Context: an optimization exercise on an open-source flow, tuned for small area, a short achievable clock period and few clock cycles per item. The choices shown serve that exercise and are no tape-out recipe. No activity file was given, so power comes from the tool's default toggle rates.

## lane 1
==> flow/design.v <==
`timescale 1ns/1ps
module fp_prefix_add #(
    parameter int W = 28,
    parameter int L = 5            
) (
    input  logic [W-1:0] a,
    input  logic [W-1:0] b,
    input  logic         cin,
    output logic [W-1:0] s
);
    logic [W-1:0] p, g, gg, gp;
    assign p = a ^ b;
    assign g = a & b;
    always_comb begin
        gg    = g;
        gp    = p;
        gg[0] = g[0] | (p[0] & cin);
        for (int l = 0; l < L; l++) begin
            for (int i = 0; i < W; i++) begin
                if (i[l]) begin
                    gg[i] = gg[i] | (gp[i] & gg[((i >> l) << l) - 1]);
                    gp[i] = gp[i] & gp[((i >> l) << l) - 1];
                end
            end
        end
    end
    assign s = p ^ {gg[W-2:0], cin};
endmodule
module fp_prefix_and #(
    parameter int W = 24,
    parameter int L = 5            
) (
    input  logic [W-1:0] a,
    output logic [W-1:0] y
);
    always_comb begin
        y = a;
        for (int l = 0; l < L; l++) begin
            for (int i = 0; i < W; i++) begin
                if (i[l]) begin
                    y[i] = y[i] & y[((i >> l) << l) - 1];
                end
            end
        end
    end
endmodule
`timescale 1ns/1ps
module fp_add_stage1 (
    input  logic [31:0] a,
    input  logic [31:0] b,
    input  logic        op,
    output logic [24:0] x,         
    output logic [27:0] y,         
    output logic [7:0]  e,
    output logic        sub,
    output logic        s,
    output logic        inf,
    output logic        nan,
    output logic        zero       
);
    logic [7:0]  ea, eb;
    logic [22:0] fa, fb;
    logic        sa, sb;
    logic        za, zb;
    logic        maxa, maxb;
    logic        nan_a, nan_b, inf_a, inf_b;
    logic        a_lt;
    logic [8:0]  dab, dba;
    logic [7:0]  shift;
    logic [23:0] big_m;
    logic [23:0] small_m;
    logic [25:0] y_sh;
    logic [23:0] lost;
    logic        sticky;
    logic        far;
    logic        z_small;
    logic        kill;
    assign sa = a[31];
    assign sb = b[31] ^ op;
    assign ea = a[30:23];
    assign eb = b[30:23];
    assign fa = a[22:0];
    assign fb = b[22:0];
    assign za = (ea == 8'd0);
    assign zb = (eb == 8'd0);
    assign maxa  = (ea == 8'hFF);
    assign maxb  = (eb == 8'hFF);
    assign nan_a = maxa & (fa != 23'd0);
    assign nan_b = maxb & (fb != 23'd0);
    assign inf_a = maxa & (fa == 23'd0);
    assign inf_b = maxb & (fb == 23'd0);
    assign sub  = sa ^ sb;
    assign nan = nan_a | nan_b | (inf_a & inf_b & sub);
    assign inf = inf_a | inf_b;
    assign s   = inf ? (inf_a ? sa : sb) : (a_lt ? sb : sa);
    assign dab   = {1'b0, ea} - {1'b0, eb};
    assign dba   = {1'b0, eb} - {1'b0, ea};
    assign shift = dab[8] ? dba[7:0] : dab[7:0];
    assign a_lt  = dab[8] | ((dab[7:0] == 8'd0) & (fa < fb));
    assign zero    = za & zb;
    assign big_m   = {1'b1, a_lt ? fb : fa};
    assign small_m = {1'b1, a_lt ? fa : fb};
    assign z_small = a_lt ? za : zb;
    assign e       = a_lt ? eb : ea;
    assign far = shift[7:5] != 3'd0;
    always_comb begin
        for (int j = 0; j < 24; j++) begin
            lost[j] = far | (shift[4:0] > 5'(j + 2));
        end
    end
    assign kill   = far | z_small;
    assign y_sh   = kill ? 26'd0 : ({small_m, 2'b00} >> shift[4:0]);
    assign sticky = ~z_small & (|(small_m & lost));
    assign x = sub ? {big_m, 1'b0} : {1'b0, big_m};
    assign y = sub ? ~{y_sh, sticky, 1'b0} : {1'b0, y_sh, sticky};
endmodule
`timescale 1ns/1ps
module fp_add_stage2 (
    input  logic [24:0] x,
    input  logic [27:0] y,
    input  logic [7:0]  e,
    input  logic        sub,
    input  logic        s,
    input  logic        inf,
    input  logic        nan,
    input  logic        zero,
    output logic [31:0] result
);
    logic [27:0] sum;
    logic        top;              
    logic        rnd_t, rnd_u;     
    logic [24:0] ones;             
    logic [23:0] inc_t, inc_u;     
    logic        cy_t, cy_u;       
    logic [22:0] f_frac;
    logic        f_cy;
    logic [9:0]  f_exp;
    logic        f_ovf, f_unf;
    logic        near;
    logic [4:0]  lz;
    logic [25:0] n_sh;
    logic [9:0]  n_exp;
    fp_prefix_add #(.W(28)) u_add (
        .a   ({x, 3'b000}),
        .b   (y),
        .cin (sub),
        .s   (sum)
    );
    assign top   = sum[27];
    assign rnd_t = sum[3] & (sum[4] | sum[2] | sum[1] | sum[0]);
    assign rnd_u = sum[2] & (sum[3] | sum[1] | sum[0]);
    logic [23:0] ones4;            
    fp_prefix_and #(.W(24)) u_ones (
        .a (sum[27:4]),
        .y (ones4)
    );
    assign ones[0] = sum[3];
    assign ones[24:1] = ones4 & {24{sum[3]}};
    always_comb begin
        inc_t[0] = sum[4] ^ rnd_t;
        inc_u[0] = sum[3] ^ rnd_u;
        for (int k = 1; k < 24; k++) begin
            inc_t[k] = sum[k+4] ^ (rnd_t & ones4[k-1]);
            inc_u[k] = sum[k+3] ^ (rnd_u & ones[k-1]);
        end
    end
    assign cy_t = rnd_t & ones4[23];
    assign cy_u = rnd_u & ones[23];
    assign f_frac = top ? inc_t[22:0] : inc_u[22:0];
    assign f_cy   = top ? cy_t : cy_u;
    logic [9:0] eb0, eb1, eb2;
    logic [2:0] ov, un;
    assign eb0 = {2'b00, e} - {9'd0, sub};
    assign eb1 = eb0 + 10'd1;
    assign eb2 = eb0 + 10'd2;
    assign ov  = {eb2 >= 10'd255, eb1 >= 10'd255, eb0 >= 10'd255};
    assign un  = {eb2 == 10'd0, eb1 == 10'd0, (eb0 == 10'd0) | eb0[9]};
    always_comb begin
        case ({top, f_cy})
            2'b00:   begin f_exp = eb0; f_ovf = ov[0]; f_unf = un[0]; end
            2'b11:   begin f_exp = eb2; f_ovf = ov[2]; f_unf = un[2]; end
            default: begin f_exp = eb1; f_ovf = ov[1]; f_unf = un[1]; end
        endcase
    end
    assign near = ~(sum[27] | sum[26]);
    logic [31:0] lz_in;
    logic [15:0] v1;
    logic [7:0]  v2;
    logic [3:0]  v3;
    logic [1:0]  v4;
    logic [15:0] z1;
    logic [15:0] z2;
    logic [11:0] z3;
    logic [7:0]  z4;
    assign lz_in = {sum[25:0], 6'b111111};
    always_comb begin
        for (int g = 0; g < 16; g++) begin
            v1[g] = lz_in[2*g+1] | lz_in[2*g];
            z1[g] = ~lz_in[2*g+1];
        end
        for (int g = 0; g < 8; g++) begin
            v2[g]          = v1[2*g+1] | v1[2*g];
            z2[2*g+1]      = ~v1[2*g+1];
            z2[2*g]        = v1[2*g+1] ? z1[2*g+1] : z1[2*g];
        end
        for (int g = 0; g < 4; g++) begin
            v3[g]          = v2[2*g+1] | v2[2*g];
            z3[3*g+2]      = ~v2[2*g+1];
            z3[3*g+:2]     = v2[2*g+1] ? z2[4*g+2+:2] : z2[4*g+:2];
        end
        for (int g = 0; g < 2; g++) begin
            v4[g]          = v3[2*g+1] | v3[2*g];
            z4[4*g+3]      = ~v3[2*g+1];
            z4[4*g+:3]     = v3[2*g+1] ? z3[6*g+3+:3] : z3[6*g+:3];
        end
        lz = v4[1] ? {1'b0, z4[7:4]} : {1'b1, z4[3:0]};
    end
    assign n_sh  = sum[25:0] << lz;
    assign n_exp = {2'b00, e} - 10'd2 - {5'd0, lz};
    always_comb begin
        if (nan) begin
            result = 32'hFFFF_FFFF;
        end else if (inf) begin
            result = {s, 8'hFF, 23'd0};
        end else if (zero) begin
            result = 32'd0;
        end else if (near) begin
            if (sum[25:0] == 26'd0) begin
                result = 32'd0;
            end else if (n_exp[9] | (n_exp[7:0] == 8'd0)) begin
                result = {s, 31'd0};
            end else begin
                result = {s, n_exp[7:0], n_sh[24:2]};
            end
        end else if (f_ovf) begin
            result = {s, 8'hFF, 23'd0};
        end else if (f_unf) begin
            result = {s, 31'd0};
        end else begin
            result = {s, f_exp[7:0], f_frac};
        end
    end
endmodule
`timescale 1ns/1ps
module fp_add_top (
    input  logic        sys_clk,
    input  logic        sys_rst_n,
    input  logic [31:0] data1_in,
    input  logic [31:0] data2_in,
    input  logic        op,
    input  logic        trig,
    output logic [31:0] data_out,
    output logic        vld
);
    logic        busy;
    logic        accept;
    logic [24:0] x_d, x_q;         
    logic [27:0] y_d, y_q;         
    logic [7:0]  e_d, e_q;         
    logic        sub_d, sub_q;     
    logic        s_d, s_q;         
    logic        inf_d, inf_q;     
    logic        nan_d, nan_q;     
    logic        zero_d, zero_q;   
    logic [31:0] result;
    assign accept = trig & ~busy;
    fp_add_stage1 u_s1 (
        .a   (data1_in),
        .b   (data2_in),
        .op  (op),
        .x   (x_d),
        .y   (y_d),
        .e   (e_d),
        .sub (sub_d),
        .s   (s_d),
        .inf (inf_d),
        .nan (nan_d),
        .zero(zero_d)
    );
    always_ff @(posedge sys_clk) begin
        x_q   <= x_d;
        y_q   <= y_d;
        e_q   <= e_d;
        sub_q <= sub_d;
        s_q   <= s_d;
        inf_q <= inf_d;
        nan_q <= nan_d;
        zero_q <= zero_d;
    end
    fp_add_stage2 u_s2 (
        .x      (x_q),
        .y      (y_q),
        .e      (e_q),
        .sub    (sub_q),
        .s      (s_q),
        .inf    (inf_q),
        .nan    (nan_q),
        .zero   (zero_q),
        .result (result)
    );
    always_ff @(posedge sys_clk or negedge sys_rst_n) begin
        if (!sys_rst_n) begin
            busy     <= 1'b0;
            vld      <= 1'b0;
            data_out <= '0;
        end else begin
            busy <= accept;
            vld  <= busy;
            if (busy) begin
                data_out <= result;
            end
        end
    end
endmodule
Settings: LEC_CHECK=0, ABC_AREA=1, CAP_MARGIN=20, CORE_MARGIN=2, CORE_UTILIZATION=40, SETUP_SLACK_MARGIN=1.5, SLEW_MARGIN=20; clock period 6.0 ns.
standard.sh (not shown) runs the stock make flow with config.mk's settings and CLKGATE_MAP_FILE= SYNTH_SCRIPT=/design/flow/synth_recipe.tcl, a recipe that flattens the netlist after the stock synthesis.
==> flow/flow/run.sh <==
#!/bin/bash
# Standard layout, with plain buffers on the ports instead of the delay
# cells the port buffering picks by default.
set -euo pipefail
bash standard.sh BUFFER_PORTS_ARGS="-buffer_cell sky130_fd_sc_hd__buf_1" SKIP_GATE_CLONING=1 finish > standard.log 2>&1
Setup changes, lane 1 to lane 2
--- a/flow/design.v
+++ b/flow/design.v
@@ -54,15 +54,15 @@
     output logic [7:0]  e,
     output logic        sub,
     output logic        s,
     output logic        inf,
-    output logic        nan,
-    output logic        zero       
+    output logic        nan
 );
     logic [7:0]  ea, eb;
     logic [22:0] fa, fb;
     logic        sa, sb;
     logic        za, zb;
+    logic [23:0] ma, mb;
     logic        maxa, maxb;
     logic        nan_a, nan_b, inf_a, inf_b;
     logic        a_lt;
     logic [8:0]  dab, dba;
@@ -72,46 +72,43 @@
     logic [25:0] y_sh;
     logic [23:0] lost;
     logic        sticky;
     logic        far;
-    logic        z_small;
-    logic        kill;
     assign sa = a[31];
     assign sb = b[31] ^ op;
     assign ea = a[30:23];
     assign eb = b[30:23];
     assign fa = a[22:0];
     assign fb = b[22:0];
     assign za = (ea == 8'd0);
     assign zb = (eb == 8'd0);
+    assign ma = za ? 24'd0 : {1'b1, fa};
+    assign mb = zb ? 24'd0 : {1'b1, fb};
     assign maxa  = (ea == 8'hFF);
     assign maxb  = (eb == 8'hFF);
     assign nan_a = maxa & (fa != 23'd0);
     assign nan_b = maxb & (fb != 23'd0);
     assign inf_a = maxa & (fa == 23'd0);
     assign inf_b = maxb & (fb == 23'd0);
     assign sub  = sa ^ sb;
+    assign a_lt = {ea, fa} < {eb, fb};
     assign nan = nan_a | nan_b | (inf_a & inf_b & sub);
     assign inf = inf_a | inf_b;
     assign s   = inf ? (inf_a ? sa : sb) : (a_lt ? sb : sa);
     assign dab   = {1'b0, ea} - {1'b0, eb};
     assign dba   = {1'b0, eb} - {1'b0, ea};
     assign shift = dab[8] ? dba[7:0] : dab[7:0];
-    assign a_lt  = dab[8] | ((dab[7:0] == 8'd0) & (fa < fb));
-    assign zero    = za & zb;
-    assign big_m   = {1'b1, a_lt ? fb : fa};
-    assign small_m = {1'b1, a_lt ? fa : fb};
-    assign z_small = a_lt ? za : zb;
+    assign big_m   = a_lt ? mb : ma;
+    assign small_m = a_lt ? ma : mb;
     assign e       = a_lt ? eb : ea;
     assign far = shift[7:5] != 3'd0;
     always_comb begin
         for (int j = 0; j < 24; j++) begin
             lost[j] = far | (shift[4:0] > 5'(j + 2));
         end
     end
-    assign kill   = far | z_small;
-    assign y_sh   = kill ? 26'd0 : ({small_m, 2'b00} >> shift[4:0]);
-    assign sticky = ~z_small & (|(small_m & lost));
+    assign y_sh   = far ? 26'd0 : ({small_m, 2'b00} >> shift[4:0]);
+    assign sticky = |(small_m & lost);
     assign x = sub ? {big_m, 1'b0} : {1'b0, big_m};
     assign y = sub ? ~{y_sh, sticky, 1'b0} : {1'b0, y_sh, sticky};
 endmodule
 `timescale 1ns/1ps
@@ -122,9 +119,8 @@
     input  logic        sub,
     input  logic        s,
     input  logic        inf,
     input  logic        nan,
-    input  logic        zero,
     output logic [31:0] result
 );
     logic [27:0] sum;
     logic        top;              
@@ -215,20 +211,33 @@
         end
         lz = v4[1] ? {1'b0, z4[7:4]} : {1'b1, z4[3:0]};
     end
     assign n_sh  = sum[25:0] << lz;
-    assign n_exp = {2'b00, e} - 10'd2 - {5'd0, lz};
+    logic [9:0] em2;
+    assign em2 = {2'b00, e} - 10'd2;
+    fp_prefix_add #(.W(10), .L(4)) u_nexp (
+        .a   (em2),
+        .b   ({5'h1F, ~lz}),
+        .cin (1'b1),
+        .s   (n_exp)
+    );
+    logic [25:0] n_win;
+    logic        n_unf;
+    always_comb begin
+        for (int i = 0; i < 26; i++) begin
+            n_win[i] = ({2'b00, e} > 10'(27 - i));
+        end
+    end
+    assign n_unf = ~|(sum[25:0] & n_win);
     always_comb begin
         if (nan) begin
             result = 32'hFFFF_FFFF;
         end else if (inf) begin
             result = {s, 8'hFF, 23'd0};
-        end else if (zero) begin
-            result = 32'd0;
         end else if (near) begin
             if (sum[25:0] == 26'd0) begin
                 result = 32'd0;
-            end else if (n_exp[9] | (n_exp[7:0] == 8'd0)) begin
+            end else if (n_unf) begin
                 result = {s, 31'd0};
             end else begin
                 result = {s, n_exp[7:0], n_sh[24:2]};
             end
@@ -260,9 +269,8 @@
     logic        sub_d, sub_q;     
     logic        s_d, s_q;         
     logic        inf_d, inf_q;     
     logic        nan_d, nan_q;     
-    logic        zero_d, zero_q;   
     logic [31:0] result;
     assign accept = trig & ~busy;
     fp_add_stage1 u_s1 (
         .a   (data1_in),
@@ -273,10 +281,9 @@
         .e   (e_d),
         .sub (sub_d),
         .s   (s_d),
         .inf (inf_d),
-        .nan (nan_d),
-        .zero(zero_d)
+        .nan (nan_d)
     );
     always_ff @(posedge sys_clk) begin
         x_q   <= x_d;
         y_q   <= y_d;
@@ -284,9 +291,8 @@
         sub_q <= sub_d;
         s_q   <= s_d;
         inf_q <= inf_d;
         nan_q <= nan_d;
-        zero_q <= zero_d;
     end
     fp_add_stage2 u_s2 (
         .x      (x_q),
         .y      (y_q),
@@ -294,9 +300,8 @@
         .sub    (sub_q),
         .s      (s_q),
         .inf    (inf_q),
         .nan    (nan_q),
-        .zero   (zero_q),
         .result (result)
     );
     always_ff @(posedge sys_clk or negedge sys_rst_n) begin
         if (!sys_rst_n) begin
Notes after the runs:
Lane 2 completed end to end with timing, DRC and antenna clean. y_q[11]$_DFF_P_ as the startpoint of the worst setup timing path was reported by lane 1, and y_q[10]$_DFF_P_ by lane 2. Looking only at global-route usage, and setting everything else aside, the higher value of lane 2 and lane 1 goes to lane 2. NOTE: worst slack at placement in lane 2 falls short of that of lane 1. Lane 2: area of the mapped netlist is about 0.3% higher than what lane 1 reported. Of lane 2 and lane 1, it is lane 2 that has the higher tap cell instance count. Total power of lane 2 is lower than that of lane 1. Any difference in CTS clock-pin slew for the worst setup and hold paths between lane 2 and lane 1 is small enough to ignore. Static leakage: lane 2 vs lane 1 up about 0.7%. Between lane 2 and lane 1, the area of all placed cells without fillers is higher for lane 1. Across both runs, cell count was higher for lane 2 than for lane 1.
Function was not checked in any run of this note: the RTL went through the layout flow alone.

==> separate check: timing with driven ports <==
Ports are ideal in the flow. The routed layouts listed here were re-timed in OpenROAD.
Step 1 assumes that a clkbuf_16 drives the clock port and a buf_2 every other input.
Step 2 times the ports against the registers' clock, not the clock port: input delays grow and output delays shrink by t, the midpoint of the rising clock arrivals with the driver on.
a / b / c = ideal / step 1 / step 2; a / b = the first two.
run	shift t [ns]	slack for setup (ns)	worst hold slack (ns)	worst data-port slew with drivers (ns)	pins driven straight from the clock port
lane 1	0.406	1.580 / 1.580 / 1.293	0.518 / 0.518 / 0.518	0.04	1
lane 2	0.416	1.659 / 1.659 / 1.304	0.504 / 0.504 / 0.504	0.04	1
After both steps setup and hold are still met in every run listed. For lane 2, which loses most, drivers alone change the setup slack by 0.000 ns; drivers and shift together by -0.355 ns.
